Background: an optimization exercise with open tools, aiming at small area, a short achievable clock period and few clock cycles per item. Do not read the settings as production practice. The RTL was checked by simulation tests, not by an equivalence proof against the original design. No activity file was given, so power comes from the tool's default toggle rates.

==> flow/design.v, too long to show whole: its modules and the start of the top module <==
// module mult_diya_fp32: 1849 lines
// module mult_fa: 4 lines
// module mult_fa1: 4 lines
// module mult_ha: 4 lines
// module g_and2: 3 lines
// module g_aoi21: 3 lines
// module g_inv: 3 lines
// module g_mux2i: 3 lines
// module g_nand2: 3 lines
// module g_nand3: 3 lines
// module g_nand4: 3 lines
// module g_nor2: 3 lines
// module g_nor3: 3 lines
// module g_o21bai: 3 lines
// module g_oai21: 3 lines
// module g_xnor2: 3 lines
// module g_xor2: 3 lines
module mult_diya_fp32 (
   input  logic        clk,
   input  logic        nRST,
   input  logic        valid_in,
   input  logic [31:0] data1,
   input  logic [31:0] data2,
   output logic [31:0] result,
   output logic        valid_out
);
  // ...
==> flow/flow/run.sh <==
#!/bin/bash
# Standard layout, with plain buffers (instead of the default delay-cell
# buffers) on the ports. Every port still gets its own buffer.
set -euo pipefail
export BUFFER_PORTS_ARGS="-buffer_cell sky130_fd_sc_hd__buf_2"
bash standard.sh > standard.log 2>&1
==> flow/standard.sh <==
#!/bin/bash
# synth_recipe.tcl (not shown) runs the flow's synth.tcl, then flattens the netlist and writes it again
# the make line also repeats each setting of config.mk as NAME=value (left out here)
make -C /OpenROAD-flow-scripts/flow DESIGN_CONFIG=/design/flow/config.mk WORK_HOME=/design/flow/orfs CLKGATE_MAP_FILE= SYNTH_SCRIPT=/design/flow/synth_recipe.tcl "${@:-finish}"
==> flow/config.mk <==
export PLATFORM = sky130hd
export DESIGN_NAME = mult_diya_fp32
export DESIGN_NICKNAME = mult_diya_fp32
export VERILOG_FILES = /design/flow/design.v
export SDC_FILE = /design/flow/constraint.sdc
export NUM_CORES = 4
export LEC_CHECK = 0
export CAP_MARGIN = 20
export CORE_MARGIN = 2
export CORE_UTILIZATION = 65
export CTS_BUF_LIST = sky130_fd_sc_hd__clkbuf_8
export CTS_CLUSTER_SIZE = 30
export SLEW_MARGIN = 60
export SYNTH_HIERARCHICAL = 1
export SYNTH_MINIMUM_KEEP_SIZE = 0
==> flow/constraint.sdc <==
create_clock -name core_clock -period 14.0 [get_ports {clk}]
set_input_delay 2.8000 -clock core_clock [delete_from_list [all_inputs] [get_ports {clk}]]
set_output_delay 2.8000 -clock core_clock [all_outputs]
set_load 0.01 [all_outputs]
==> reports/qor.yml, run 1 <==
maxSlewHeadroom_pct: 61.9
path_clk_slew_ns: 0.07
vias: 17400
grt_usage_pct: 34.4
drv_cap: 0
p_seq_w: 0.00116
drive_gt1_share_pct: 12.2
hp-class: "reg -> reg"
vdd_drop_max_mv: 0.211
largest_class: "multi-input combinational cells"
final.min_clock_period_ns: 3.94
outcome: "timing/DRC/antenna clean"
placement.io_buffers: 99
post-cts-setup-buffers: 0
final_cells: 2881
regArea_sq_um: 4850
fin_tns_setup_ns: 0
place_ws_ns: 9.47
startpoint: "r4_res[31]"
clockPowerShare_pct: 12.0
switchingPower_w: 0.00264
place_inst: 2804
fin_crit_sh_pct: 28.1
clk_path_buf_depth: 3
top_power_group: "combinational cells"
grt_pass1_vias: 18300
antenna_found_initial: 0
multi_input_area_share_pct: 65.8
Testbench counts, summed over its fixed seeds: cycles 16,024, items 16,000.
==> inputs of run 2 (changes only) <==
--- a/flow/design.v
+++ b/flow/design.v
@@ -31,18 +31,17 @@
    logic        nan_d, cnan_d, s_d, sel_b, clr_d;
    logic [22:0] x_d;
    assign nan_d  = a_nan | b_nan | inf_zero;
    assign cnan_d = inf_zero;
    assign clr_d  = a_ff | b_ff;
    logic n1_1, n1_2, n1_3, n1_4, n1_5, n1_6, n1_7, n1_8, n1_9, n1_10, n1_11, n1_12, n1_13, n1_14, n1_15, n1_16;
    logic n1_17, n1_18, n1_19, n1_20, n1_21, n1_22, n1_23, n1_24, n1_25, n1_26, n1_27, n1_28, n1_29, n1_30, n1_31, n1_32;
    logic n1_33, n1_34, n1_35, n1_36, n1_37, n1_38, n1_39, n1_40, n1_41, n1_42, n1_43, n1_44, n1_45, n1_46, n1_47, n1_48;
-   logic n1_49, n1_50, n1_51, n1_52, n1_53, n1_54, n1_55, n1_56, n1_57, n1_58, n1_59, n1_60, n1_61, n1_62, n1_63, n1_64;
-   logic n1_65, n1_66, n1_67, n1_68, n1_69, n1_70, n1_71, n1_72, n1_73, n1_74, n1_75, n1_76, n1_77, n1_78, n1_79, n1_80;
+   logic n1_49, n1_50, n1_51, n1_52, n1_53, n1_54, n1_55, n1_56, n1_57, n1_58, n1_59, n1_60;
    g_nor2 u_n1_1 (.a(fa[0]), .b(fa[1]), .y(n1_1));
    g_nor2 u_n1_2 (.a(fa[2]), .b(fa[3]), .y(n1_2));
    g_nor2 u_n1_3 (.a(fa[4]), .b(fa[5]), .y(n1_3));
    g_nor2 u_n1_4 (.a(fa[6]), .b(fa[7]), .y(n1_4));
    g_nor2 u_n1_5 (.a(fa[8]), .b(fa[9]), .y(n1_5));
    g_nor2 u_n1_6 (.a(fa[10]), .b(fa[11]), .y(n1_6));
    g_nor2 u_n1_7 (.a(fa[12]), .b(fa[13]), .y(n1_7));
    g_nor2 u_n1_8 (.a(fa[14]), .b(fa[15]), .y(n1_8));
@@ -65,99 +64,79 @@
    g_nor2 u_n1_25 (.a(n1_23), .b(n1_24), .y(n1_25));
    g_nand2 u_n1_26 (.a(n1_22), .b(n1_19), .y(n1_26));
    g_nand2 u_n1_27 (.a(n1_25), .b(n1_26), .y(n1_27));
    g_nand2 u_n1_28 (.a(n1_22), .b(n1_19), .y(n1_28));
    g_nand2 u_n1_29 (.a(n1_25), .b(n1_28), .y(n1_29));
    g_nand2 u_n1_30 (.a(n1_22), .b(n1_19), .y(n1_30));
    g_nand2 u_n1_31 (.a(n1_25), .b(n1_30), .y(n1_31));
    g_inv u_n1_32 (.a(n1_27), .y(n1_32));
-   g_mux2i u_n1_33 (.a(fa[0]), .b(fb[0]), .s(n1_32), .y(n1_33));
-   g_inv u_n1_34 (.a(n1_33), .y(n1_34));
-   assign x_d[0] = n1_34;
-   g_mux2i u_n1_35 (.a(fa[1]), .b(fb[1]), .s(n1_32), .y(n1_35));
-   g_inv u_n1_36 (.a(n1_35), .y(n1_36));
-   assign x_d[1] = n1_36;
-   g_mux2i u_n1_37 (.a(fa[2]), .b(fb[2]), .s(n1_32), .y(n1_37));
-   g_inv u_n1_38 (.a(n1_37), .y(n1_38));
-   assign x_d[2] = n1_38;
-   g_mux2i u_n1_39 (.a(fa[3]), .b(fb[3]), .s(n1_32), .y(n1_39));
-   g_inv u_n1_40 (.a(n1_39), .y(n1_40));
-   assign x_d[3] = n1_40;
-   g_mux2i u_n1_41 (.a(fa[4]), .b(fb[4]), .s(n1_32), .y(n1_41));
-   g_inv u_n1_42 (.a(n1_41), .y(n1_42));
+   g_inv u_n1_33 (.a(n1_32), .y(n1_33));
+   g_inv u_n1_34 (.a(n1_29), .y(n1_34));
+   g_inv u_n1_35 (.a(n1_34), .y(n1_35));
+   g_inv u_n1_36 (.a(n1_31), .y(n1_36));
+   g_inv u_n1_37 (.a(n1_36), .y(n1_37));
+   g_a22o u_n1_38 (.a(n1_32), .b(fb[0]), .c(n1_33), .d(fa[0]), .y(n1_38));
+   assign x_d[0] = n1_38;
+   g_a22o u_n1_39 (.a(n1_32), .b(fb[1]), .c(n1_33), .d(fa[1]), .y(n1_39));
+   assign x_d[1] = n1_39;
+   g_a22o u_n1_40 (.a(n1_32), .b(fb[2]), .c(n1_33), .d(fa[2]), .y(n1_40));
+   assign x_d[2] = n1_40;
+   g_a22o u_n1_41 (.a(n1_32), .b(fb[3]), .c(n1_33), .d(fa[3]), .y(n1_41));
+   assign x_d[3] = n1_41;
+   g_a22o u_n1_42 (.a(n1_32), .b(fb[4]), .c(n1_33), .d(fa[4]), .y(n1_42));
    assign x_d[4] = n1_42;
-   g_mux2i u_n1_43 (.a(fa[5]), .b(fb[5]), .s(n1_32), .y(n1_43));
-   g_inv u_n1_44 (.a(n1_43), .y(n1_44));
-   assign x_d[5] = n1_44;
-   g_mux2i u_n1_45 (.a(fa[6]), .b(fb[6]), .s(n1_32), .y(n1_45));
-   g_inv u_n1_46 (.a(n1_45), .y(n1_46));
-   assign x_d[6] = n1_46;
-   g_mux2i u_n1_47 (.a(fa[7]), .b(fb[7]), .s(n1_32), .y(n1_47));
-   g_inv u_n1_48 (.a(n1_47), .y(n1_48));
-   assign x_d[7] = n1_48;
-   g_inv u_n1_49 (.a(n1_29), .y(n1_49));
-   g_mux2i u_n1_50 (.a(fa[8]), .b(fb[8]), .s(n1_49), .y(n1_50));
-   g_inv u_n1_51 (.a(n1_50), .y(n1_51));
-   assign x_d[8] = n1_51;
-   g_mux2i u_n1_52 (.a(fa[9]), .b(fb[9]), .s(n1_49), .y(n1_52));
-   g_inv u_n1_53 (.a(n1_52), .y(n1_53));
-   assign x_d[9] = n1_53;
-   g_mux2i u_n1_54 (.a(fa[10]), .b(fb[10]), .s(n1_49), .y(n1_54));
-   g_inv u_n1_55 (.a(n1_54), .y(n1_55));
-   assign x_d[10] = n1_55;
-   g_mux2i u_n1_56 (.a(fa[11]), .b(fb[11]), .s(n1_49), .y(n1_56));
-   g_inv u_n1_57 (.a(n1_56), .y(n1_57));
-   assign x_d[11] = n1_57;
-   g_mux2i u_n1_58 (.a(fa[12]), .b(fb[12]), .s(n1_49), .y(n1_58));
-   g_inv u_n1_59 (.a(n1_58), .y(n1_59));
-   assign x_d[12] = n1_59;
-   g_mux2i u_n1_60 (.a(fa[13]), .b(fb[13]), .s(n1_49), .y(n1_60));
-   g_inv u_n1_61 (.a(n1_60), .y(n1_61));
-   assign x_d[13] = n1_61;
-   g_mux2i u_n1_62 (.a(fa[14]), .b(fb[14]), .s(n1_49), .y(n1_62));
-   g_inv u_n1_63 (.a(n1_62), .y(n1_63));
-   assign x_d[14] = n1_63;
-   g_mux2i u_n1_64 (.a(fa[15]), .b(fb[15]), .s(n1_49), .y(n1_64));
-   g_inv u_n1_65 (.a(n1_64), .y(n1_65));
-   assign x_d[15] = n1_65;
-   g_inv u_n1_66 (.a(n1_31), .y(n1_66));
-   g_mux2i u_n1_67 (.a(fa[16]), .b(fb[16]), .s(n1_66), .y(n1_67));
-   g_inv u_n1_68 (.a(n1_67), .y(n1_68));
-   assign x_d[16] = n1_68;
-   g_mux2i u_n1_69 (.a(fa[17]), .b(fb[17]), .s(n1_66), .y(n1_69));
-   g_inv u_n1_70 (.a(n1_69), .y(n1_70));
-   assign x_d[17] = n1_70;
-   g_mux2i u_n1_71 (.a(fa[18]), .b(fb[18]), .s(n1_66), .y(n1_71));
-   g_inv u_n1_72 (.a(n1_71), .y(n1_72));
-   assign x_d[18] = n1_72;
-   g_mux2i u_n1_73 (.a(fa[19]), .b(fb[19]), .s(n1_66), .y(n1_73));
-   g_inv u_n1_74 (.a(n1_73), .y(n1_74));
-   assign x_d[19] = n1_74;
-   g_mux2i u_n1_75 (.a(fa[20]), .b(fb[20]), .s(n1_66), .y(n1_75));
-   g_inv u_n1_76 (.a(n1_75), .y(n1_76));
-   assign x_d[20] = n1_76;
-   g_mux2i u_n1_77 (.a(fa[21]), .b(fb[21]), .s(n1_66), .y(n1_77));
-   g_inv u_n1_78 (.a(n1_77), .y(n1_78));
-   assign x_d[21] = n1_78;
-   g_mux2i u_n1_79 (.a(fa[22]), .b(fb[22]), .s(n1_66), .y(n1_79));
-   g_inv u_n1_80 (.a(n1_79), .y(n1_80));
-   assign x_d[22] = n1_80;
+   g_a22o u_n1_43 (.a(n1_32), .b(fb[5]), .c(n1_33), .d(fa[5]), .y(n1_43));
+   assign x_d[5] = n1_43;
+   g_a22o u_n1_44 (.a(n1_32), .b(fb[6]), .c(n1_33), .d(fa[6]), .y(n1_44));
+   assign x_d[6] = n1_44;
+   g_a22o u_n1_45 (.a(n1_32), .b(fb[7]), .c(n1_33), .d(fa[7]), .y(n1_45));
+   assign x_d[7] = n1_45;
+   g_a22o u_n1_46 (.a(n1_34), .b(fb[8]), .c(n1_35), .d(fa[8]), .y(n1_46));
+   assign x_d[8] = n1_46;
+   g_a22o u_n1_47 (.a(n1_34), .b(fb[9]), .c(n1_35), .d(fa[9]), .y(n1_47));
+   assign x_d[9] = n1_47;
+   g_a22o u_n1_48 (.a(n1_34), .b(fb[10]), .c(n1_35), .d(fa[10]), .y(n1_48));
+   assign x_d[10] = n1_48;
+   g_a22o u_n1_49 (.a(n1_34), .b(fb[11]), .c(n1_35), .d(fa[11]), .y(n1_49));
+   assign x_d[11] = n1_49;
+   g_a22o u_n1_50 (.a(n1_34), .b(fb[12]), .c(n1_35), .d(fa[12]), .y(n1_50));
+   assign x_d[12] = n1_50;
+   g_a22o u_n1_51 (.a(n1_34), .b(fb[13]), .c(n1_35), .d(fa[13]), .y(n1_51));
+   assign x_d[13] = n1_51;
+   g_a22o u_n1_52 (.a(n1_34), .b(fb[14]), .c(n1_35), .d(fa[14]), .y(n1_52));
+   assign x_d[14] = n1_52;
+   g_a22o u_n1_53 (.a(n1_34), .b(fb[15]), .c(n1_35), .d(fa[15]), .y(n1_53));
+   assign x_d[15] = n1_53;
+   g_a22o u_n1_54 (.a(n1_36), .b(fb[16]), .c(n1_37), .d(fa[16]), .y(n1_54));
+   assign x_d[16] = n1_54;
+   g_a22o u_n1_55 (.a(n1_36), .b(fb[17]), .c(n1_37), .d(fa[17]), .y(n1_55));
+   assign x_d[17] = n1_55;
+   g_a22o u_n1_56 (.a(n1_36), .b(fb[18]), .c(n1_37), .d(fa[18]), .y(n1_56));
+   assign x_d[18] = n1_56;
+   g_a22o u_n1_57 (.a(n1_36), .b(fb[19]), .c(n1_37), .d(fa[19]), .y(n1_57));
+   assign x_d[19] = n1_57;
+   g_a22o u_n1_58 (.a(n1_36), .b(fb[20]), .c(n1_37), .d(fa[20]), .y(n1_58));
+   assign x_d[20] = n1_58;
+   g_a22o u_n1_59 (.a(n1_36), .b(fb[21]), .c(n1_37), .d(fa[21]), .y(n1_59));
+   assign x_d[21] = n1_59;
+   g_a22o u_n1_60 (.a(n1_36), .b(fb[22]), .c(n1_37), .d(fa[22]), .y(n1_60));
+   assign x_d[22] = n1_60;
    assign sel_b = n1_32;
    assign s_d    = a_nan ? sa : (b_nan ? sb : (~inf_zero & (sa ^ sb)));
    logic [25:0] yb;                    
    assign yb = {2'b01, fb, 1'b0};
    logic [11:0] one_d, two_d, neg_d;
    genvar gj, gk;
    logic ne_1, ne_2, ne_3, ne_4, ne_5, ne_6, ne_7, ne_8, ne_9, ne_10, ne_11, ne_12, ne_13, ne_14, ne_15, ne_16;
    logic ne_17, ne_18, ne_19, ne_20, ne_21, ne_22, ne_23, ne_24, ne_25, ne_26, ne_27, ne_28, ne_29, ne_30, ne_31, ne_32;
    logic ne_33, ne_34, ne_35, ne_36, ne_37, ne_38, ne_39, ne_40, ne_41, ne_42, ne_43, ne_44, ne_45, ne_46, ne_47, ne_48;
    logic ne_49, ne_50, ne_51, ne_52, ne_53, ne_54, ne_55, ne_56, ne_57, ne_58, ne_59, ne_60, ne_61, ne_62, ne_63, ne_64;
    logic ne_65, ne_66, ne_67, ne_68, ne_69, ne_70, ne_71, ne_72, ne_73, ne_74, ne_75, ne_76, ne_77, ne_78, ne_79, ne_80;
-   logic ne_81, ne_82, ne_83, ne_84, ne_85, ne_86, ne_87, ne_88, ne_89, ne_90, ne_91, ne_92;
+   logic ne_81, ne_82, ne_83, ne_84;
    g_nand4 u_ne_1 (.a(ea[0]), .b(ea[1]), .c(ea[2]), .d(ea[3]), .y(ne_1));
    g_nand4 u_ne_2 (.a(ea[4]), .b(ea[5]), .c(ea[6]), .d(ea[7]), .y(ne_2));
    g_nor2 u_ne_3 (.a(ne_1), .b(ne_2), .y(ne_3));
    g_nand4 u_ne_4 (.a(eb[0]), .b(eb[1]), .c(eb[2]), .d(eb[3]), .y(ne_4));
    g_nand4 u_ne_5 (.a(eb[4]), .b(eb[5]), .c(eb[6]), .d(eb[7]), .y(ne_5));
    g_nor2 u_ne_6 (.a(ne_4), .b(ne_5), .y(ne_6));
    g_nor2 u_ne_7 (.a(ne_3), .b(ne_6), .y(ne_7));
    g_nor2 u_ne_8 (.a(ne_3), .b(ne_6), .y(ne_8));
@@ -173,118 +152,110 @@
    g_inv u_ne_17 (.a(ne_16), .y(ne_17));
    assign two_d[0] = ne_17;
    g_and2 u_ne_18 (.a(fb[1]), .b(ne_7), .y(ne_18));
    assign neg_d[0] = ne_18;
    g_xor2 u_ne_19 (.a(fb[2]), .b(fb[1]), .y(ne_19));
    g_and2 u_ne_20 (.a(ne_19), .b(ne_7), .y(ne_20));
    assign one_d[1] = ne_20;
    g_xor2 u_ne_21 (.a(fb[3]), .b(fb[2]), .y(ne_21));
-   g_inv u_ne_22 (.a(ne_19), .y(ne_22));
-   g_nand3 u_ne_23 (.a(ne_21), .b(ne_22), .c(ne_7), .y(ne_23));
-   g_inv u_ne_24 (.a(ne_23), .y(ne_24));
-   assign two_d[1] = ne_24;
-   g_and2 u_ne_25 (.a(fb[3]), .b(ne_7), .y(ne_25));
-   assign neg_d[1] = ne_25;
-   g_xor2 u_ne_26 (.a(fb[4]), .b(fb[3]), .y(ne_26));
-   g_and2 u_ne_27 (.a(ne_26), .b(ne_8), .y(ne_27));
-   assign one_d[2] = ne_27;
-   g_xor2 u_ne_28 (.a(fb[5]), .b(fb[4]), .y(ne_28));
-   g_inv u_ne_29 (.a(ne_26), .y(ne_29));
-   g_nand3 u_ne_30 (.a(ne_28), .b(ne_29), .c(ne_8), .y(ne_30));
-   g_inv u_ne_31 (.a(ne_30), .y(ne_31));
-   assign two_d[2] = ne_31;
-   g_and2 u_ne_32 (.a(fb[5]), .b(ne_8), .y(ne_32));
-   assign neg_d[2] = ne_32;
-   g_xor2 u_ne_33 (.a(fb[6]), .b(fb[5]), .y(ne_33));
-   g_and2 u_ne_34 (.a(ne_33), .b(ne_8), .y(ne_34));
-   assign one_d[3] = ne_34;
-   g_xor2 u_ne_35 (.a(fb[7]), .b(fb[6]), .y(ne_35));
-   g_inv u_ne_36 (.a(ne_33), .y(ne_36));
-   g_nand3 u_ne_37 (.a(ne_35), .b(ne_36), .c(ne_8), .y(ne_37));
-   g_inv u_ne_38 (.a(ne_37), .y(ne_38));
-   assign two_d[3] = ne_38;
-   g_and2 u_ne_39 (.a(fb[7]), .b(ne_8), .y(ne_39));
-   assign neg_d[3] = ne_39;
-   g_xor2 u_ne_40 (.a(fb[8]), .b(fb[7]), .y(ne_40));
-   g_and2 u_ne_41 (.a(ne_40), .b(ne_9), .y(ne_41));
-   assign one_d[4] = ne_41;
-   g_xor2 u_ne_42 (.a(fb[9]), .b(fb[8]), .y(ne_42));
-   g_inv u_ne_43 (.a(ne_40), .y(ne_43));
-   g_nand3 u_ne_44 (.a(ne_42), .b(ne_43), .c(ne_9), .y(ne_44));
-   g_inv u_ne_45 (.a(ne_44), .y(ne_45));
-   assign two_d[4] = ne_45;
-   g_and2 u_ne_46 (.a(fb[9]), .b(ne_9), .y(ne_46));
-   assign neg_d[4] = ne_46;
-   g_xor2 u_ne_47 (.a(fb[10]), .b(fb[9]), .y(ne_47));
-   g_and2 u_ne_48 (.a(ne_47), .b(ne_9), .y(ne_48));
-   assign one_d[5] = ne_48;
-   g_xor2 u_ne_49 (.a(fb[11]), .b(fb[10]), .y(ne_49));
-   g_inv u_ne_50 (.a(ne_47), .y(ne_50));
-   g_nand3 u_ne_51 (.a(ne_49), .b(ne_50), .c(ne_9), .y(ne_51));
-   g_inv u_ne_52 (.a(ne_51), .y(ne_52));
-   assign two_d[5] = ne_52;
-   g_and2 u_ne_53 (.a(fb[11]), .b(ne_9), .y(ne_53));
-   assign neg_d[5] = ne_53;
-   g_xor2 u_ne_54 (.a(fb[12]), .b(fb[11]), .y(ne_54));
-   g_and2 u_ne_55 (.a(ne_54), .b(ne_10), .y(ne_55));
-   assign one_d[6] = ne_55;
-   g_xor2 u_ne_56 (.a(fb[13]), .b(fb[12]), .y(ne_56));
-   g_inv u_ne_57 (.a(ne_54), .y(ne_57));
-   g_nand3 u_ne_58 (.a(ne_56), .b(ne_57), .c(ne_10), .y(ne_58));
-   g_inv u_ne_59 (.a(ne_58), .y(ne_59));
-   assign two_d[6] = ne_59;
-   g_and2 u_ne_60 (.a(fb[13]), .b(ne_10), .y(ne_60));
-   assign neg_d[6] = ne_60;
-   g_xor2 u_ne_61 (.a(fb[14]), .b(fb[13]), .y(ne_61));
-   g_and2 u_ne_62 (.a(ne_61), .b(ne_10), .y(ne_62));
-   assign one_d[7] = ne_62;
-   g_xor2 u_ne_63 (.a(fb[15]), .b(fb[14]), .y(ne_63));
-   g_inv u_ne_64 (.a(ne_61), .y(ne_64));
-   g_nand3 u_ne_65 (.a(ne_63), .b(ne_64), .c(ne_10), .y(ne_65));
-   g_inv u_ne_66 (.a(ne_65), .y(ne_66));
-   assign two_d[7] = ne_66;
-   g_and2 u_ne_67 (.a(fb[15]), .b(ne_10), .y(ne_67));
-   assign neg_d[7] = ne_67;
-   g_xor2 u_ne_68 (.a(fb[16]), .b(fb[15]), .y(ne_68));
-   g_and2 u_ne_69 (.a(ne_68), .b(ne_11), .y(ne_69));
-   assign one_d[8] = ne_69;
-   g_xor2 u_ne_70 (.a(fb[17]), .b(fb[16]), .y(ne_70));
-   g_inv u_ne_71 (.a(ne_68), .y(ne_71));
-   g_nand3 u_ne_72 (.a(ne_70), .b(ne_71), .c(ne_11), .y(ne_72));
-   g_inv u_ne_73 (.a(ne_72), .y(ne_73));
-   assign two_d[8] = ne_73;
-   g_and2 u_ne_74 (.a(fb[17]), .b(ne_11), .y(ne_74));
-   assign neg_d[8] = ne_74;
-   g_xor2 u_ne_75 (.a(fb[18]), .b(fb[17]), .y(ne_75));
-   g_and2 u_ne_76 (.a(ne_75), .b(ne_11), .y(ne_76));
-   assign one_d[9] = ne_76;
-   g_xor2 u_ne_77 (.a(fb[19]), .b(fb[18]), .y(ne_77));
-   g_inv u_ne_78 (.a(ne_75), .y(ne_78));
-   g_nand3 u_ne_79 (.a(ne_77), .b(ne_78), .c(ne_11), .y(ne_79));
-   g_inv u_ne_80 (.a(ne_79), .y(ne_80));
-   assign two_d[9] = ne_80;
-   g_and2 u_ne_81 (.a(fb[19]), .b(ne_11), .y(ne_81));
-   assign neg_d[9] = ne_81;
-   g_xor2 u_ne_82 (.a(fb[20]), .b(fb[19]), .y(ne_82));
-   g_and2 u_ne_83 (.a(ne_82), .b(ne_12), .y(ne_83));
-   assign one_d[10] = ne_83;
-   g_xor2 u_ne_84 (.a(fb[21]), .b(fb[20]), .y(ne_84));
-   g_inv u_ne_85 (.a(ne_82), .y(ne_85));
-   g_nand3 u_ne_86 (.a(ne_84), .b(ne_85), .c(ne_12), .y(ne_86));
-   g_inv u_ne_87 (.a(ne_86), .y(ne_87));
-   assign two_d[10] = ne_87;
-   g_and2 u_ne_88 (.a(fb[21]), .b(ne_12), .y(ne_88));
-   assign neg_d[10] = ne_88;
-   g_xor2 u_ne_89 (.a(fb[22]), .b(fb[21]), .y(ne_89));
-   g_and2 u_ne_90 (.a(ne_89), .b(ne_12), .y(ne_90));
-   assign one_d[11] = ne_90;
-   g_inv u_ne_91 (.a(ne_12), .y(ne_91));
-   g_nor3 u_ne_92 (.a(fb[22]), .b(ne_89), .c(ne_91), .y(ne_92));
-   assign two_d[11] = ne_92;
+   g_xnor2 u_ne_22 (.a(fb[2]), .b(fb[1]), .y(ne_22));
+   g_and3 u_ne_23 (.a(ne_21), .b(ne_22), .c(ne_7), .y(ne_23));
+   assign two_d[1] = ne_23;
+   g_and2 u_ne_24 (.a(fb[3]), .b(ne_7), .y(ne_24));
+   assign neg_d[1] = ne_24;
+   g_xor2 u_ne_25 (.a(fb[4]), .b(fb[3]), .y(ne_25));
+   g_and2 u_ne_26 (.a(ne_25), .b(ne_8), .y(ne_26));
+   assign one_d[2] = ne_26;
+   g_xor2 u_ne_27 (.a(fb[5]), .b(fb[4]), .y(ne_27));
+   g_xnor2 u_ne_28 (.a(fb[4]), .b(fb[3]), .y(ne_28));
+   g_and3 u_ne_29 (.a(ne_27), .b(ne_28), .c(ne_8), .y(ne_29));
+   assign two_d[2] = ne_29;
+   g_and2 u_ne_30 (.a(fb[5]), .b(ne_8), .y(ne_30));
+   assign neg_d[2] = ne_30;
+   g_xor2 u_ne_31 (.a(fb[6]), .b(fb[5]), .y(ne_31));
+   g_and2 u_ne_32 (.a(ne_31), .b(ne_8), .y(ne_32));
+   assign one_d[3] = ne_32;
+   g_xor2 u_ne_33 (.a(fb[7]), .b(fb[6]), .y(ne_33));
+   g_xnor2 u_ne_34 (.a(fb[6]), .b(fb[5]), .y(ne_34));
+   g_and3 u_ne_35 (.a(ne_33), .b(ne_34), .c(ne_8), .y(ne_35));
+   assign two_d[3] = ne_35;
+   g_and2 u_ne_36 (.a(fb[7]), .b(ne_8), .y(ne_36));
+   assign neg_d[3] = ne_36;
+   g_xor2 u_ne_37 (.a(fb[8]), .b(fb[7]), .y(ne_37));
+   g_and2 u_ne_38 (.a(ne_37), .b(ne_9), .y(ne_38));
+   assign one_d[4] = ne_38;
+   g_xor2 u_ne_39 (.a(fb[9]), .b(fb[8]), .y(ne_39));
+   g_xnor2 u_ne_40 (.a(fb[8]), .b(fb[7]), .y(ne_40));
+   g_and3 u_ne_41 (.a(ne_39), .b(ne_40), .c(ne_9), .y(ne_41));
+   assign two_d[4] = ne_41;
+   g_and2 u_ne_42 (.a(fb[9]), .b(ne_9), .y(ne_42));
+   assign neg_d[4] = ne_42;
+   g_xor2 u_ne_43 (.a(fb[10]), .b(fb[9]), .y(ne_43));
+   g_and2 u_ne_44 (.a(ne_43), .b(ne_9), .y(ne_44));
+   assign one_d[5] = ne_44;
+   g_xor2 u_ne_45 (.a(fb[11]), .b(fb[10]), .y(ne_45));
+   g_xnor2 u_ne_46 (.a(fb[10]), .b(fb[9]), .y(ne_46));
+   g_and3 u_ne_47 (.a(ne_45), .b(ne_46), .c(ne_9), .y(ne_47));
+   assign two_d[5] = ne_47;
+   g_and2 u_ne_48 (.a(fb[11]), .b(ne_9), .y(ne_48));
+   assign neg_d[5] = ne_48;
+   g_xor2 u_ne_49 (.a(fb[12]), .b(fb[11]), .y(ne_49));
+   g_and2 u_ne_50 (.a(ne_49), .b(ne_10), .y(ne_50));
+   assign one_d[6] = ne_50;
+   g_xor2 u_ne_51 (.a(fb[13]), .b(fb[12]), .y(ne_51));
+   g_xnor2 u_ne_52 (.a(fb[12]), .b(fb[11]), .y(ne_52));
+   g_and3 u_ne_53 (.a(ne_51), .b(ne_52), .c(ne_10), .y(ne_53));
+   assign two_d[6] = ne_53;
+   g_and2 u_ne_54 (.a(fb[13]), .b(ne_10), .y(ne_54));
+   assign neg_d[6] = ne_54;
+   g_xor2 u_ne_55 (.a(fb[14]), .b(fb[13]), .y(ne_55));
+   g_and2 u_ne_56 (.a(ne_55), .b(ne_10), .y(ne_56));
+   assign one_d[7] = ne_56;
+   g_xor2 u_ne_57 (.a(fb[15]), .b(fb[14]), .y(ne_57));
+   g_xnor2 u_ne_58 (.a(fb[14]), .b(fb[13]), .y(ne_58));
+   g_and3 u_ne_59 (.a(ne_57), .b(ne_58), .c(ne_10), .y(ne_59));
+   assign two_d[7] = ne_59;
+   g_and2 u_ne_60 (.a(fb[15]), .b(ne_10), .y(ne_60));
+   assign neg_d[7] = ne_60;
+   g_xor2 u_ne_61 (.a(fb[16]), .b(fb[15]), .y(ne_61));
+   g_and2 u_ne_62 (.a(ne_61), .b(ne_11), .y(ne_62));
+   assign one_d[8] = ne_62;
+   g_xor2 u_ne_63 (.a(fb[17]), .b(fb[16]), .y(ne_63));
+   g_xnor2 u_ne_64 (.a(fb[16]), .b(fb[15]), .y(ne_64));
+   g_and3 u_ne_65 (.a(ne_63), .b(ne_64), .c(ne_11), .y(ne_65));
+   assign two_d[8] = ne_65;
+   g_and2 u_ne_66 (.a(fb[17]), .b(ne_11), .y(ne_66));
+   assign neg_d[8] = ne_66;
+   g_xor2 u_ne_67 (.a(fb[18]), .b(fb[17]), .y(ne_67));
+   g_and2 u_ne_68 (.a(ne_67), .b(ne_11), .y(ne_68));
+   assign one_d[9] = ne_68;
+   g_xor2 u_ne_69 (.a(fb[19]), .b(fb[18]), .y(ne_69));
+   g_xnor2 u_ne_70 (.a(fb[18]), .b(fb[17]), .y(ne_70));
+   g_and3 u_ne_71 (.a(ne_69), .b(ne_70), .c(ne_11), .y(ne_71));
+   assign two_d[9] = ne_71;
+   g_and2 u_ne_72 (.a(fb[19]), .b(ne_11), .y(ne_72));
+   assign neg_d[9] = ne_72;
+   g_xor2 u_ne_73 (.a(fb[20]), .b(fb[19]), .y(ne_73));
+   g_and2 u_ne_74 (.a(ne_73), .b(ne_12), .y(ne_74));
+   assign one_d[10] = ne_74;
+   g_xor2 u_ne_75 (.a(fb[21]), .b(fb[20]), .y(ne_75));
+   g_xnor2 u_ne_76 (.a(fb[20]), .b(fb[19]), .y(ne_76));
+   g_and3 u_ne_77 (.a(ne_75), .b(ne_76), .c(ne_12), .y(ne_77));
+   assign two_d[10] = ne_77;
+   g_and2 u_ne_78 (.a(fb[21]), .b(ne_12), .y(ne_78));
+   assign neg_d[10] = ne_78;
+   g_xor2 u_ne_79 (.a(fb[22]), .b(fb[21]), .y(ne_79));
+   g_and2 u_ne_80 (.a(ne_79), .b(ne_12), .y(ne_80));
+   assign one_d[11] = ne_80;
+   g_xnor2 u_ne_81 (.a(fb[22]), .b(fb[21]), .y(ne_81));
+   g_inv u_ne_82 (.a(fb[22]), .y(ne_82));
+   g_nand3 u_ne_83 (.a(ne_82), .b(ne_81), .c(ne_12), .y(ne_83));
+   g_inv u_ne_84 (.a(ne_83), .y(ne_84));
+   assign two_d[11] = ne_84;
    assign neg_d[11] = ne_12;
    logic        r1_v, r1_nan, r1_cnan, r1_s;
    logic [22:0] r1_x;
    logic [11:0] r1_one, r1_two, r1_neg;
    logic [7:0]  r1_ea, r1_eb;
    logic        r1_big, r1_small;
    always_ff @(posedge clk or negedge nRST) begin
       if (!nRST) r1_v <= 1'b0;
@@ -1633,27 +1604,28 @@
    assign unf2 = e2[9] | (e2 == 10'd0);
    logic [7:0] f0, f1, f2;
    assign f0 = (r3_nan | ovf0) ? 8'hFF : (unf0 ? 8'h00 : r3_e[7:0]);
    assign f1 = (r3_nan | ovf1) ? 8'hFF : (unf1 ? 8'h00 : e1[7:0]);
    assign f2 = (r3_nan | ovf2) ? 8'hFF : (unf2 ? 8'h00 : e2[7:0]);
    logic [7:0] g0, g1;
    assign g0 = r3_norm ? f1 : f0;
    assign g1 = r3_norm ? f2 : f1;
+   logic [7:0] g0n, g1n;
+   assign g0n = ~g0;
+   assign g1n = ~g1;
    logic [31:0] result_d;
    logic n4_1, n4_2, n4_3, n4_4, n4_5, n4_6, n4_7, n4_8, n4_9, n4_10, n4_11, n4_12, n4_13, n4_14, n4_15, n4_16;
    logic n4_17, n4_18, n4_19, n4_20, n4_21, n4_22, n4_23, n4_24, n4_25, n4_26, n4_27, n4_28, n4_29, n4_30, n4_31, n4_32;
    logic n4_33, n4_34, n4_35, n4_36, n4_37, n4_38, n4_39, n4_40, n4_41, n4_42, n4_43, n4_44, n4_45, n4_46, n4_47, n4_48;
    logic n4_49, n4_50, n4_51, n4_52, n4_53, n4_54, n4_55, n4_56, n4_57, n4_58, n4_59, n4_60, n4_61, n4_62, n4_63, n4_64;
    logic n4_65, n4_66, n4_67, n4_68, n4_69, n4_70, n4_71, n4_72, n4_73, n4_74, n4_75, n4_76, n4_77, n4_78, n4_79, n4_80;
    logic n4_81, n4_82, n4_83, n4_84, n4_85, n4_86, n4_87, n4_88, n4_89, n4_90, n4_91, n4_92, n4_93, n4_94, n4_95, n4_96;
    logic n4_97, n4_98, n4_99, n4_100, n4_101, n4_102, n4_103, n4_104, n4_105, n4_106, n4_107, n4_108, n4_109, n4_110, n4_111, n4_112;
-   logic n4_113, n4_114, n4_115, n4_116, n4_117, n4_118, n4_119, n4_120, n4_121, n4_122, n4_123, n4_124, n4_125, n4_126, n4_127, n4_128;
-   logic n4_129, n4_130, n4_131, n4_132, n4_133, n4_134, n4_135, n4_136, n4_137, n4_138, n4_139, n4_140, n4_141, n4_142, n4_143, n4_144;
-   logic n4_145, n4_146, n4_147, n4_148, n4_149, n4_150, n4_151, n4_152, n4_153, n4_154;
+   logic n4_113, n4_114, n4_115, n4_116, n4_117, n4_118, n4_119, n4_120, n4_121, n4_122, n4_123, n4_124;
    g_inv u_n4_1 (.a(r3_mn[0]), .y(n4_1));
    g_nand2 u_n4_2 (.a(n4_1), .b(r3_rup), .y(n4_2));
    g_nor2 u_n4_3 (.a(r3_mn[2]), .b(r3_mn[1]), .y(n4_3));
    g_nor2 u_n4_4 (.a(r3_mn[4]), .b(r3_mn[3]), .y(n4_4));
    g_nor2 u_n4_5 (.a(r3_mn[6]), .b(r3_mn[5]), .y(n4_5));
    g_nor2 u_n4_6 (.a(r3_mn[8]), .b(r3_mn[7]), .y(n4_6));
    g_nor2 u_n4_7 (.a(r3_mn[10]), .b(r3_mn[9]), .y(n4_7));
    g_nor2 u_n4_8 (.a(r3_mn[12]), .b(r3_mn[11]), .y(n4_8));
@@ -1710,135 +1682,105 @@
    g_inv u_n4_59 (.a(n4_57), .y(n4_59));
    g_nand2 u_n4_60 (.a(n4_10), .b(n4_59), .y(n4_60));
    g_nor2 u_n4_61 (.a(n4_27), .b(n4_57), .y(n4_61));
    g_nor2 u_n4_62 (.a(n4_28), .b(n4_57), .y(n4_62));
    g_nand2 u_n4_63 (.a(n4_42), .b(n4_59), .y(n4_63));
    g_nor2 u_n4_64 (.a(n4_44), .b(n4_57), .y(n4_64));
    g_nand2 u_n4_65 (.a(n4_45), .b(n4_59), .y(n4_65));
    g_nand2 u_n4_66 (.a(n4_46), .b(n4_59), .y(n4_66));
-   g_xnor2 u_n4_67 (.a(r3_mn[0]), .b(r3_rup), .y(n4_67));
-   g_inv u_n4_68 (.a(r3_kill), .y(n4_68));
-   g_nand2 u_n4_69 (.a(n4_68), .b(n4_67), .y(n4_69));
-   g_inv u_n4_70 (.a(n4_69), .y(n4_70));
-   assign result_d[0] = n4_70;
-   g_xor2 u_n4_71 (.a(r3_mn[1]), .b(n4_2), .y(n4_71));
-   g_nand2 u_n4_72 (.a(n4_68), .b(n4_71), .y(n4_72));
-   g_inv u_n4_73 (.a(n4_72), .y(n4_73));
-   assign result_d[1] = n4_73;
-   g_xnor2 u_n4_74 (.a(r3_mn[2]), .b(n4_14), .y(n4_74));
-   g_nand2 u_n4_75 (.a(n4_68), .b(n4_74), .y(n4_75));
-   g_inv u_n4_76 (.a(n4_75), .y(n4_76));
-   assign result_d[2] = n4_76;
-   g_xor2 u_n4_77 (.a(r3_mn[3]), .b(n4_16), .y(n4_77));
-   g_nand2 u_n4_78 (.a(n4_68), .b(n4_77), .y(n4_78));
-   g_inv u_n4_79 (.a(n4_78), .y(n4_79));
-   assign result_d[3] = n4_79;
-   g_xnor2 u_n4_80 (.a(r3_mn[4]), .b(n4_32), .y(n4_80));
-   g_nand2 u_n4_81 (.a(n4_68), .b(n4_80), .y(n4_81));
-   g_inv u_n4_82 (.a(n4_81), .y(n4_82));
-   assign result_d[4] = n4_82;
-   g_xor2 u_n4_83 (.a(r3_mn[5]), .b(n4_34), .y(n4_83));
-   g_nand2 u_n4_84 (.a(n4_68), .b(n4_83), .y(n4_84));
-   g_inv u_n4_85 (.a(n4_84), .y(n4_85));
-   assign result_d[5] = n4_85;
-   g_xnor2 u_n4_86 (.a(r3_mn[6]), .b(n4_35), .y(n4_86));
-   g_nand2 u_n4_87 (.a(n4_68), .b(n4_86), .y(n4_87));
-   g_inv u_n4_88 (.a(n4_87), .y(n4_88));
-   assign result_d[6] = n4_88;
-   g_xnor2 u_n4_89 (.a(r3_mn[7]), .b(n4_36), .y(n4_89));
-   g_nand2 u_n4_90 (.a(n4_68), .b(n4_89), .y(n4_90));
-   g_inv u_n4_91 (.a(n4_90), .y(n4_91));
-   assign result_d[7] = n4_91;
-   g_xor2 u_n4_92 (.a(r3_mn[8]), .b(n4_48), .y(n4_92));
-   g_nand2 u_n4_93 (.a(n4_68), .b(n4_92), .y(n4_93));
-   g_inv u_n4_94 (.a(n4_93), .y(n4_94));
-   assign result_d[8] = n4_94;
-   g_xor2 u_n4_95 (.a(r3_mn[9]), .b(n4_49), .y(n4_95));
-   g_nand2 u_n4_96 (.a(n4_68), .b(n4_95), .y(n4_96));
-   g_inv u_n4_97 (.a(n4_96), .y(n4_97));
-   assign result_d[9] = n4_97;
-   g_xor2 u_n4_98 (.a(r3_mn[10]), .b(n4_51), .y(n4_98));
-   g_nand2 u_n4_99 (.a(n4_68), .b(n4_98), .y(n4_99));
-   g_inv u_n4_100 (.a(n4_99), .y(n4_100));
-   assign result_d[10] = n4_100;
-   g_xor2 u_n4_101 (.a(r3_mn[11]), .b(n4_52), .y(n4_101));
-   g_nand2 u_n4_102 (.a(n4_68), .b(n4_101), .y(n4_102));
-   g_inv u_n4_103 (.a(n4_102), .y(n4_103));
-   assign result_d[11] = n4_103;
-   g_xor2 u_n4_104 (.a(r3_mn[12]), .b(n4_53), .y(n4_104));
-   g_nand2 u_n4_105 (.a(n4_68), .b(n4_104), .y(n4_105));
-   g_inv u_n4_106 (.a(n4_105), .y(n4_106));
-   assign result_d[12] = n4_106;
-   g_xor2 u_n4_107 (.a(r3_mn[13]), .b(n4_55), .y(n4_107));
-   g_nand2 u_n4_108 (.a(n4_68), .b(n4_107), .y(n4_108));
-   g_inv u_n4_109 (.a(n4_108), .y(n4_109));
-   assign result_d[13] = n4_109;
-   g_xor2 u_n4_110 (.a(r3_mn[14]), .b(n4_56), .y(n4_110));
-   g_nand2 u_n4_111 (.a(n4_68), .b(n4_110), .y(n4_111));
-   g_inv u_n4_112 (.a(n4_111), .y(n4_112));
-   assign result_d[14] = n4_112;
-   g_xor2 u_n4_113 (.a(r3_mn[15]), .b(n4_57), .y(n4_113));
-   g_nand2 u_n4_114 (.a(n4_68), .b(n4_113), .y(n4_114));
-   g_inv u_n4_115 (.a(n4_114), .y(n4_115));
-   assign result_d[15] = n4_115;
-   g_xnor2 u_n4_116 (.a(r3_mn[16]), .b(n4_58), .y(n4_116));
-   g_nand2 u_n4_117 (.a(n4_68), .b(n4_116), .y(n4_117));
-   g_inv u_n4_118 (.a(n4_117), .y(n4_118));
-   assign result_d[16] = n4_118;
-   g_xor2 u_n4_119 (.a(r3_mn[17]), .b(n4_60), .y(n4_119));
-   g_nand2 u_n4_120 (.a(n4_68), .b(n4_119), .y(n4_120));
-   g_inv u_n4_121 (.a(n4_120), .y(n4_121));
-   assign result_d[17] = n4_121;
-   g_xnor2 u_n4_122 (.a(r3_mn[18]), .b(n4_61), .y(n4_122));
-   g_nand2 u_n4_123 (.a(n4_68), .b(n4_122), .y(n4_123));
-   g_inv u_n4_124 (.a(n4_123), .y(n4_124));
-   assign result_d[18] = n4_124;
-   g_xnor2 u_n4_125 (.a(r3_mn[19]), .b(n4_62), .y(n4_125));
-   g_nand2 u_n4_126 (.a(n4_68), .b(n4_125), .y(n4_126));
-   g_inv u_n4_127 (.a(n4_126), .y(n4_127));
-   assign result_d[19] = n4_127;
-   g_xor2 u_n4_128 (.a(r3_mn[20]), .b(n4_63), .y(n4_128));
-   g_nand2 u_n4_129 (.a(n4_68), .b(n4_128), .y(n4_129));
-   g_inv u_n4_130 (.a(n4_129), .y(n4_130));
-   assign result_d[20] = n4_130;
-   g_xnor2 u_n4_131 (.a(r3_mn[21]), .b(n4_64), .y(n4_131));
-   g_nand2 u_n4_132 (.a(n4_68), .b(n4_131), .y(n4_132));
-   g_inv u_n4_133 (.a(n4_132), .y(n4_133));
-   assign result_d[21] = n4_133;
-   g_xor2 u_n4_134 (.a(r3_mn[22]), .b(n4_65), .y(n4_134));
-   g_nand2 u_n4_135 (.a(n4_68), .b(n4_134), .y(n4_135));
-   g_inv u_n4_136 (.a(r3_nan), .y(n4_136));
-   g_nand2 u_n4_137 (.a(n4_135), .b(n4_136), .y(n4_137));
-   assign result_d[22] = n4_137;
-   g_inv u_n4_138 (.a(n4_66), .y(n4_138));
-   g_mux2i u_n4_139 (.a(g0[0]), .b(g1[0]), .s(n4_138), .y(n4_139));
-   g_inv u_n4_140 (.a(n4_139), .y(n4_140));
-   assign result_d[23] = n4_140;
-   g_mux2i u_n4_141 (.a(g0[1]), .b(g1[1]), .s(n4_138), .y(n4_141));
-   g_inv u_n4_142 (.a(n4_141), .y(n4_142));
-   assign result_d[24] = n4_142;
-   g_mux2i u_n4_143 (.a(g0[2]), .b(g1[2]), .s(n4_138), .y(n4_143));
-   g_inv u_n4_144 (.a(n4_143), .y(n4_144));
-   assign result_d[25] = n4_144;
-   g_mux2i u_n4_145 (.a(g0[3]), .b(g1[3]), .s(n4_138), .y(n4_145));
-   g_inv u_n4_146 (.a(n4_145), .y(n4_146));
-   assign result_d[26] = n4_146;
-   g_mux2i u_n4_147 (.a(g0[4]), .b(g1[4]), .s(n4_138), .y(n4_147));
-   g_inv u_n4_148 (.a(n4_147), .y(n4_148));
-   assign result_d[27] = n4_148;
-   g_mux2i u_n4_149 (.a(g0[5]), .b(g1[5]), .s(n4_138), .y(n4_149));
-   g_inv u_n4_150 (.a(n4_149), .y(n4_150));
-   assign result_d[28] = n4_150;
-   g_mux2i u_n4_151 (.a(g0[6]), .b(g1[6]), .s(n4_138), .y(n4_151));
-   g_inv u_n4_152 (.a(n4_151), .y(n4_152));
-   assign result_d[29] = n4_152;
-   g_mux2i u_n4_153 (.a(g0[7]), .b(g1[7]), .s(n4_138), .y(n4_153));
-   g_inv u_n4_154 (.a(n4_153), .y(n4_154));
-   assign result_d[30] = n4_154;
+   g_xor2 u_n4_67 (.a(r3_mn[0]), .b(r3_rup), .y(n4_67));
+   g_nor2 u_n4_68 (.a(r3_kill), .b(n4_67), .y(n4_68));
+   assign result_d[0] = n4_68;
+   g_xnor2 u_n4_69 (.a(r3_mn[1]), .b(n4_2), .y(n4_69));
+   g_nor2 u_n4_70 (.a(r3_kill), .b(n4_69), .y(n4_70));
+   assign result_d[1] = n4_70;
+   g_xor2 u_n4_71 (.a(r3_mn[2]), .b(n4_14), .y(n4_71));
+   g_nor2 u_n4_72 (.a(r3_kill), .b(n4_71), .y(n4_72));
+   assign result_d[2] = n4_72;
+   g_xnor2 u_n4_73 (.a(r3_mn[3]), .b(n4_16), .y(n4_73));
+   g_nor2 u_n4_74 (.a(r3_kill), .b(n4_73), .y(n4_74));
+   assign result_d[3] = n4_74;
+   g_xor2 u_n4_75 (.a(r3_mn[4]), .b(n4_32), .y(n4_75));
+   g_nor2 u_n4_76 (.a(r3_kill), .b(n4_75), .y(n4_76));
+   assign result_d[4] = n4_76;
+   g_xnor2 u_n4_77 (.a(r3_mn[5]), .b(n4_34), .y(n4_77));
+   g_nor2 u_n4_78 (.a(r3_kill), .b(n4_77), .y(n4_78));
+   assign result_d[5] = n4_78;
+   g_xor2 u_n4_79 (.a(r3_mn[6]), .b(n4_35), .y(n4_79));
+   g_nor2 u_n4_80 (.a(r3_kill), .b(n4_79), .y(n4_80));
+   assign result_d[6] = n4_80;
+   g_xor2 u_n4_81 (.a(r3_mn[7]), .b(n4_36), .y(n4_81));
+   g_nor2 u_n4_82 (.a(r3_kill), .b(n4_81), .y(n4_82));
+   assign result_d[7] = n4_82;
+   g_xnor2 u_n4_83 (.a(r3_mn[8]), .b(n4_48), .y(n4_83));
+   g_nor2 u_n4_84 (.a(r3_kill), .b(n4_83), .y(n4_84));
+   assign result_d[8] = n4_84;
+   g_xnor2 u_n4_85 (.a(r3_mn[9]), .b(n4_49), .y(n4_85));
+   g_nor2 u_n4_86 (.a(r3_kill), .b(n4_85), .y(n4_86));
+   assign result_d[9] = n4_86;
+   g_xnor2 u_n4_87 (.a(r3_mn[10]), .b(n4_51), .y(n4_87));
+   g_nor2 u_n4_88 (.a(r3_kill), .b(n4_87), .y(n4_88));
+   assign result_d[10] = n4_88;
+   g_xnor2 u_n4_89 (.a(r3_mn[11]), .b(n4_52), .y(n4_89));
+   g_nor2 u_n4_90 (.a(r3_kill), .b(n4_89), .y(n4_90));
+   assign result_d[11] = n4_90;
+   g_xnor2 u_n4_91 (.a(r3_mn[12]), .b(n4_53), .y(n4_91));
+   g_nor2 u_n4_92 (.a(r3_kill), .b(n4_91), .y(n4_92));
+   assign result_d[12] = n4_92;
+   g_xnor2 u_n4_93 (.a(r3_mn[13]), .b(n4_55), .y(n4_93));
+   g_nor2 u_n4_94 (.a(r3_kill), .b(n4_93), .y(n4_94));
+   assign result_d[13] = n4_94;
+   g_xnor2 u_n4_95 (.a(r3_mn[14]), .b(n4_56), .y(n4_95));
+   g_nor2 u_n4_96 (.a(r3_kill), .b(n4_95), .y(n4_96));
+   assign result_d[14] = n4_96;
+   g_xnor2 u_n4_97 (.a(r3_mn[15]), .b(n4_57), .y(n4_97));
+   g_nor2 u_n4_98 (.a(r3_kill), .b(n4_97), .y(n4_98));
+   assign result_d[15] = n4_98;
+   g_xor2 u_n4_99 (.a(r3_mn[16]), .b(n4_58), .y(n4_99));
+   g_nor2 u_n4_100 (.a(r3_kill), .b(n4_99), .y(n4_100));
+   assign result_d[16] = n4_100;
+   g_xnor2 u_n4_101 (.a(r3_mn[17]), .b(n4_60), .y(n4_101));
+   g_nor2 u_n4_102 (.a(r3_kill), .b(n4_101), .y(n4_102));
+   assign result_d[17] = n4_102;
+   g_xor2 u_n4_103 (.a(r3_mn[18]), .b(n4_61), .y(n4_103));
+   g_nor2 u_n4_104 (.a(r3_kill), .b(n4_103), .y(n4_104));
+   assign result_d[18] = n4_104;
+   g_xor2 u_n4_105 (.a(r3_mn[19]), .b(n4_62), .y(n4_105));
+   g_nor2 u_n4_106 (.a(r3_kill), .b(n4_105), .y(n4_106));
+   assign result_d[19] = n4_106;
+   g_xnor2 u_n4_107 (.a(r3_mn[20]), .b(n4_63), .y(n4_107));
+   g_nor2 u_n4_108 (.a(r3_kill), .b(n4_107), .y(n4_108));
+   assign result_d[20] = n4_108;
+   g_xor2 u_n4_109 (.a(r3_mn[21]), .b(n4_64), .y(n4_109));
+   g_nor2 u_n4_110 (.a(r3_kill), .b(n4_109), .y(n4_110));
+   assign result_d[21] = n4_110;
+   g_xor2 u_n4_111 (.a(r3_mn[22]), .b(n4_65), .y(n4_111));
+   g_inv u_n4_112 (.a(r3_kill), .y(n4_112));
+   g_nand2 u_n4_113 (.a(n4_112), .b(n4_111), .y(n4_113));
+   g_inv u_n4_114 (.a(r3_nan), .y(n4_114));
+   g_nand2 u_n4_115 (.a(n4_113), .b(n4_114), .y(n4_115));
+   assign result_d[22] = n4_115;
+   g_inv u_n4_116 (.a(n4_66), .y(n4_116));
+   g_mux2i u_n4_117 (.a(g0n[0]), .b(g1n[0]), .s(n4_116), .y(n4_117));
+   assign result_d[23] = n4_117;
+   g_mux2i u_n4_118 (.a(g0n[1]), .b(g1n[1]), .s(n4_116), .y(n4_118));
+   assign result_d[24] = n4_118;
+   g_mux2i u_n4_119 (.a(g0n[2]), .b(g1n[2]), .s(n4_116), .y(n4_119));
+   assign result_d[25] = n4_119;
+   g_mux2i u_n4_120 (.a(g0n[3]), .b(g1n[3]), .s(n4_116), .y(n4_120));
+   assign result_d[26] = n4_120;
+   g_mux2i u_n4_121 (.a(g0n[4]), .b(g1n[4]), .s(n4_116), .y(n4_121));
+   assign result_d[27] = n4_121;
+   g_mux2i u_n4_122 (.a(g0n[5]), .b(g1n[5]), .s(n4_116), .y(n4_122));
+   assign result_d[28] = n4_122;
+   g_mux2i u_n4_123 (.a(g0n[6]), .b(g1n[6]), .s(n4_116), .y(n4_123));
+   assign result_d[29] = n4_123;
+   g_mux2i u_n4_124 (.a(g0n[7]), .b(g1n[7]), .s(n4_116), .y(n4_124));
+   assign result_d[30] = n4_124;
    assign result_d[31] = r3_s;
    logic        r4_v;
    logic [31:0] r4_res;
    always_ff @(posedge clk or negedge nRST) begin
       if (!nRST) r4_v <= 1'b0;
       else       r4_v <= r3_v;
    end
    always_ff @(posedge clk) begin
@@ -1854,19 +1796,25 @@
 module mult_fa1 (input logic a, b, output logic s, co);    
    assign s  = ~(a ^ b);
    assign co = a | b;
 endmodule
 module mult_ha (input logic a, b, output logic s, co);
    assign s  = a ^ b;
    assign co = a & b;
 endmodule
+module g_a22o (input logic a, b, c, d, output logic y);
+   assign y = (a & b) | (c & d);
+endmodule
 module g_and2 (input logic a, b, output logic y);
    assign y = a & b;
 endmodule
+module g_and3 (input logic a, b, c, output logic y);
+   assign y = a & b & c;
+endmodule
 module g_aoi21 (input logic a, b, c, output logic y);
    assign y = ~((a & b) | c);
 endmodule
 module g_inv (input logic a, output logic y);
    assign y = ~a;
 endmodule
 module g_mux2i (input logic a, b, s, output logic y);
    assign y = ~(s ? b : a);
==> reports/qor.yml, run 2 <==
die_area_sq_um: 35100
h-tree-depth: 2
end_kind: "output pin"
final_cells: 2835  # -1.6%
p_int_w: 0.00303
rows: 67
cts_buffers: 41
grt_pass1_vias: 18400  # +0.62%
clk_latency_ns: 0.62
first_pass_iters: 6
dp_hpwl_mm: 40.3
swShare_pct: 46.4
syn_inst: 2298
die_h_um: 187
final_common_cell: "xnor2_1"
final.min_clock_period_ns: 3.93  # -0.00900 ns
crit_family: "flip-flops"
critPathBufInv: 1
fin_tns_setup_ns: 0  # unchanged
drv_cap: 0  # unchanged
wire_per_inst_um: 21.1
cts_hold_buffers: 0
tritoncts: "done"
placed_cell_area_sq_um: 22800
fin_nets: 2742
ant_nets: 0
synth_area_per_cell_sq_um: 9.50
seqPwrFrac_pct: 20.9
first_iter_violations: 1565
hp-class: "reg -> reg"
maxSlewHeadroom_pct: 60.5  # -1.3 points
utilization_pct: 71.2
synthesis.area_sq_um: 21800
power_frac_comb_pct: 67.3
ys_warn_count: 7
fp.dieW_um: 187
cts.repair.resized: 0
num-fill-cells: 2610
crit_chain: "buf_2"
criticalPathCategory: "reg -> out"
final_cell_mix: "xnor2_1, a22oi_1, fa_1"
rsz0062_at_grt: "no"
antenna_found_initial: 0  # unchanged
place_inst: 2761  # -1.5%
io_pins: 100
worstPathArrival_ns: 1.13
switchingPower_w: 0.00263  # -0.68%
clk_path_buf_depth: 3  # unchanged
worst_slew_pin_slew_ns: 0.592
viasPerCell: 6.20
path_clk_slew_ns: 0.06  # about the same
area_growth_pct: 8.57
outcome: "timing/DRC/antenna clean"
placement.io_buffers: 99  # unchanged
crit_path_start_kind: "flip-flop"
post-cts-setup-buffers: 0  # unchanged
drive_gt1_share_pct: 11.8  # -0.39 points
vdd_drop_max_mv: 0.236  # +12%
grt_pass1_wl_mm: 95.4
grt_max_degree: 32
critPathMaxStageDelay_ns: 0.35
cp_max_fo: 1
power_density_nw_per_um2: 239
reg.largest.list: "r2_cv x36, r2_sv x36, r4_res x32"
placeableCoreArea_sq_um: 33300
drt_wl_total_mm: 59.7
grt_overflow: 0
drc: 0
clkSinkCount: 241
clockPowerShare_pct: 11.8  # -0.2 points
synth_nets: 2683
fin_area_sq_um: 23700
setup_violations: 0
fin_crit_sh_pct: 28.0  # -0.064 points
grt_usage_pct: 34.5  # +0.16 points
vias: 17600  # +1.2%
gp_congestion: 0.883
power.total_w: 0.00565
leakage_nw: 9.72
start_util_pct: 65.6
slew_violations: 0
skew_ns: 0.0364
root_buffer: "clkbuf_8"
worst_path_max_delay_cell: "dfxtp_1"
regArea_sq_um: 4860  # +0.10%
n_antenna_cell: 0
hold_violations: 0
multiInputGateArea_sq_um: 15800
fmax_ghz: 0.255
crit_required_ns: 11.20
==> run 2: cell count changes in the layout (fill, tap and decap cells not counted), moves of 9 or more <==
cell and delta:
nand2_1 -20, o22ai_1 +10, a22o_1 +24, nor2_1 +32, xnor2_1 +19, a21oi_1 -9
inv_1 -61, and3_1 +11, xor2_1 -9, mux2i_1 -23
==> run 2: area by class of cell <==
class / instances / area share (%)
multi-input cells: 1750 / 66.8
flip-flops and latches: 241 / 20.5
repair buffers: 156 / 3.95
clock buffers: 48 / 2.79
inverters: 167 / 2.65
well taps: 448 / 2.37
clock inverters: 25 / 0.893
==> run 2: final timing paths <==
path | cells past startpoint | startpoint | end | slack [ns]
setup / recovery | 1 | r4_res[31] | result[31] | 10.07
hold / removal | 0 | r1_nan | r2_nan | 0.33
setup reg to reg | 7 | r1_neg[3] | r2_cv[29] | 10.22
min in group asynchronous | 1 | nRST | r1_v | 2.00
hold reg to reg | 0 | r1_nan | r2_nan | 0.33
max in group asynchronous | 1 | nRST | r3_v | 11.89
==> run 2: metrics by stage <==
| step | worst slack (ns) | hold slack (ns) |
|---|---|---|
| 2_1_floorplan | 10.05 | 0.310 |
| 3_3_place_gp | 9.63 | 0.313 |
| 3_5_place_dp | 9.59 | 0.314 |
| 4_1_cts | 10.04 | 0.331 |
| 5_1_grt | 10.02 | 0.340 |
| 6_report | 10.07 | 0.331 |
==> run 2: metal layers <==
metal / vias to the layer above / GRT usage [%] / routed length [um]
li1: 7807 / - / -
met1: 8571 / 44.4 / 23700
met2: 1012 / 55.9 / 28000
met3: 186 / 8.65 / 6020
met4: 0 / 14.3 / 2060
met5: - / 0 / 0
==> run 2: power by group through the flow <==
stage               registers, W  logic [W]  clock network (W)
floorplan                0.00117    0.00273                  0
global placement         0.00119    0.00363                  0
detailed placement       0.00120    0.00374                  0
CTS                      0.00118    0.00379           0.000686
global route             0.00121    0.00428           0.000713
finish                   0.00118    0.00381           0.000667
Testbench counts of run 2, summed over its fixed seeds: cycles 16,024, items 16,000.
==> inputs of run 3 (changes only) <==
==> flow/flow/run.sh (replaced) <==
#!/bin/bash
# Standard layout with two changes to how it is built:
#  * plain buffers (instead of the default delay-cell buffers) on the ports;
#    every port still gets its own buffer;
#  * clock tree synthesis without dummy balancing loads.
set -euo pipefail
export BUFFER_PORTS_ARGS="-buffer_cell sky130_fd_sc_hd__buf_2"
export CTS_ARGS="-sink_clustering_enable -repair_clock_nets -buf_list sky130_fd_sc_hd__clkbuf_8 -sink_clustering_size 30 -dont_use_dummy_load"
bash standard.sh > standard.log 2>&1
==> reports/qor.yml, run 3 <==
outcome: "timing/DRC/antenna clean"
ant_nets: 0  # unchanged
grt_pass1_wl_mm: 94.9  # -0.54%
final_common_cell: "xnor2_1"
clk_path_buf_depth: 3  # unchanged
min_to: "r3_s"
fin_tns_setup_ns: 0  # unchanged
synth_area_per_cell_sq_um: 9.50  # unchanged
criticalPathCategory: "reg -> out"
root_buffer: "clkbuf_8"
startpoint: "r4_res[31]"
final_cell_mix: "xnor2_1, a22oi_1, fa_1"
antenna_found_initial: 0  # unchanged
vdd_drop_max_mv: 0.236  # -0.18%
cts.repair.resized: 0  # unchanged
regArea_sq_um: 4860  # about the same
die_area_sq_um: 35100  # unchanged
reg2regPathDepth: 7  # unchanged
crit_family: "flip-flops"
drc: 0  # unchanged
worstReg2RegEnd: "r2_cv[30]"
first_iter_violations: 1479  # -5.5%
r2r-start: "r1_neg[3]"
n_antenna_cell: 0  # unchanged
slew_violations: 0  # unchanged
synthesis.area_sq_um: 21800  # unchanged
clk_latency_ns: 0.62  # about the same
placement.io_buffers: 99  # unchanged
h-tree-depth: 2  # unchanged
worst_path_max_delay_cell: "dfxtp_1"
die_h_um: 187  # unchanged
r2r_setup_slack_ns: 10.23  # about the same
hp-start: "r2_s"
fp.dieW_um: 187  # unchanged
cp_max_fo: 1  # unchanged
maxSlewHeadroom_pct: 60.1  # -0.39 points
first_pass_iters: 6  # unchanged
critPathMaxStageDelay_ns: 0.36  # about the same
dp_hpwl_mm: 40.3  # unchanged
fin_crit_sh_pct: 27.7  # -0.31 points
hold_violations: 0  # unchanged
syn_inst: 2298  # unchanged
multiInputGateArea_sq_um: 15800  # unchanged
place_inst: 2761  # unchanged
skew_ns: 0.0820  # +0.0457 ns
worstHoldPathCells: 0  # unchanged
reg.largest.list: "r2_cv x36, r2_sv x36, r4_res x32"
start_util_pct: 65.6  # unchanged
synth_nets: 2683  # unchanged
grt_overflow: 0  # unchanged
final.min_clock_period_ns: 3.88  # -0.0439 ns
crit_chain: "buf_2"
post-cts-setup-buffers: 0  # unchanged
grt_pass1_vias: 18300  # -0.23%
io_pins: 100  # unchanged
power_density_nw_per_um2: 235  # -1.6%
crit_required_ns: 11.20  # about the same
num-fill-cells: 2661  # +2.0%
clkSinkCount: 241  # unchanged
grt_max_degree: 32  # unchanged
final_cells: 2803  # -1.1%
rsz0062_at_grt: "no"
leakage_nw: 9.52  # -2.1%
cts_buffers: 41  # unchanged
drv_cap: 0  # unchanged
gp_congestion: 0.883  # unchanged
path_clk_slew_ns: 0.06  # about the same
crit_path_start_kind: "flip-flop"
ys_warn_count: 7  # unchanged
cts_hold_buffers: 0  # unchanged
grt_usage_pct: 34.3  # -0.18 points
wire_per_inst_um: 21.1  # +0.36%
drive_gt1_share_pct: 11.2  # -0.65 points
worst_slew_pin_slew_ns: 0.598  # +0.00586 ns
drt_wl_total_mm: 59.2  # -0.77%
setup_violations: 0  # unchanged
tritoncts: "done"
area_growth_pct: 7.16
viasPerCell: 6.20  # about the same
rows: 67  # unchanged
fin_nets: 2742  # unchanged
end_kind: "output pin"
critPathBufInv: 1  # unchanged
vias: 17400  # -1.1%
worstPathArrival_ns: 1.08  # -0.05 ns
fmax_ghz: 0.258  # +1.1%
placeableCoreArea_sq_um: 33300  # unchanged
hp-class: "reg -> reg"
[run 3: per-layer routing]
layer	vias to the layer above	routed length [um]	GRT usage, %
li1	7771	-	-
met1	8446	23500	44.2
met2	972	27600	55.6
met3	194	6030	8.33
met4	0	2130	14.6
met5	-	0	0
[run 3: power by group]
group          internal, W  total [W]  switching (W)
Combinational      0.00166    0.00380        0.00214
Clock             0.000257   0.000506       0.000249
Sequential        0.000996    0.00118       0.000187
Total              0.00291    0.00549        0.00258
[run 3: worst max path at each step]
stage / depth (start not counted) / to / slack, ns
floorplan: 6 / r1_s / 10.05
global placement: 7 / r1_s / 9.63
detailed placement: 7 / r1_s / 9.59
CTS: 1 / result[31] / 10.10
global route: 1 / result[31] / 10.08
finish: 1 / result[31] / 10.12
[run 3: through the flow]
stage               power, W  utilization, %  hold WS [ns]  setup WS [ns]  area (sq um)
finish               0.00549            70.3         0.329          10.12         23400
global route         0.00603            70.3         0.346          10.08         23400
global placement     0.00482            68.4         0.313           9.63         22800
floorplan            0.00390               -         0.310          10.05         21800
detailed placement   0.00494            68.5         0.314           9.59         22800
CTS                  0.00550            70.2         0.329          10.10         23400
[run 3: cell type report]
class	instances	share of cell area, %
Tap cell	448	2.40
Multi-Input combinational cell	1750	67.7
Sequential cell	241	20.8
Timing Repair Buffer	156	4.00
Clock buffer	41	2.41
Inverter	167	2.68

## afterwards: timing with drivers on the ports
In the flow no input, the clock included, has a driving cell. The finished layouts below were timed again as built, in two steps.
Step 1 sets driving cells, clkbuf_16 on the clock port and buf_2 on the other inputs (assumed; they add their load-dependent delay and slew).
Step 2 also shifts input and output timing later by t, the mid clock arrival at the registers, as if the neighbouring blocks saw the same clock.
Three values: no drivers, after step 1, after step 2; two values: the first two.
run	t (ns)	setup slack, ns	pins driven straight from the clock port
run 1	0.665	10.065 / 10.011 / 9.481	1
run 2	0.659	10.074 / 10.019 / 9.576	1
run 3	0.631	10.118 / 10.064 / 9.597	1
After both steps every run listed still meets setup and hold. For run 1, which loses most, drivers alone change the setup slack by -0.054 ns; drivers and shift together by -0.584 ns.
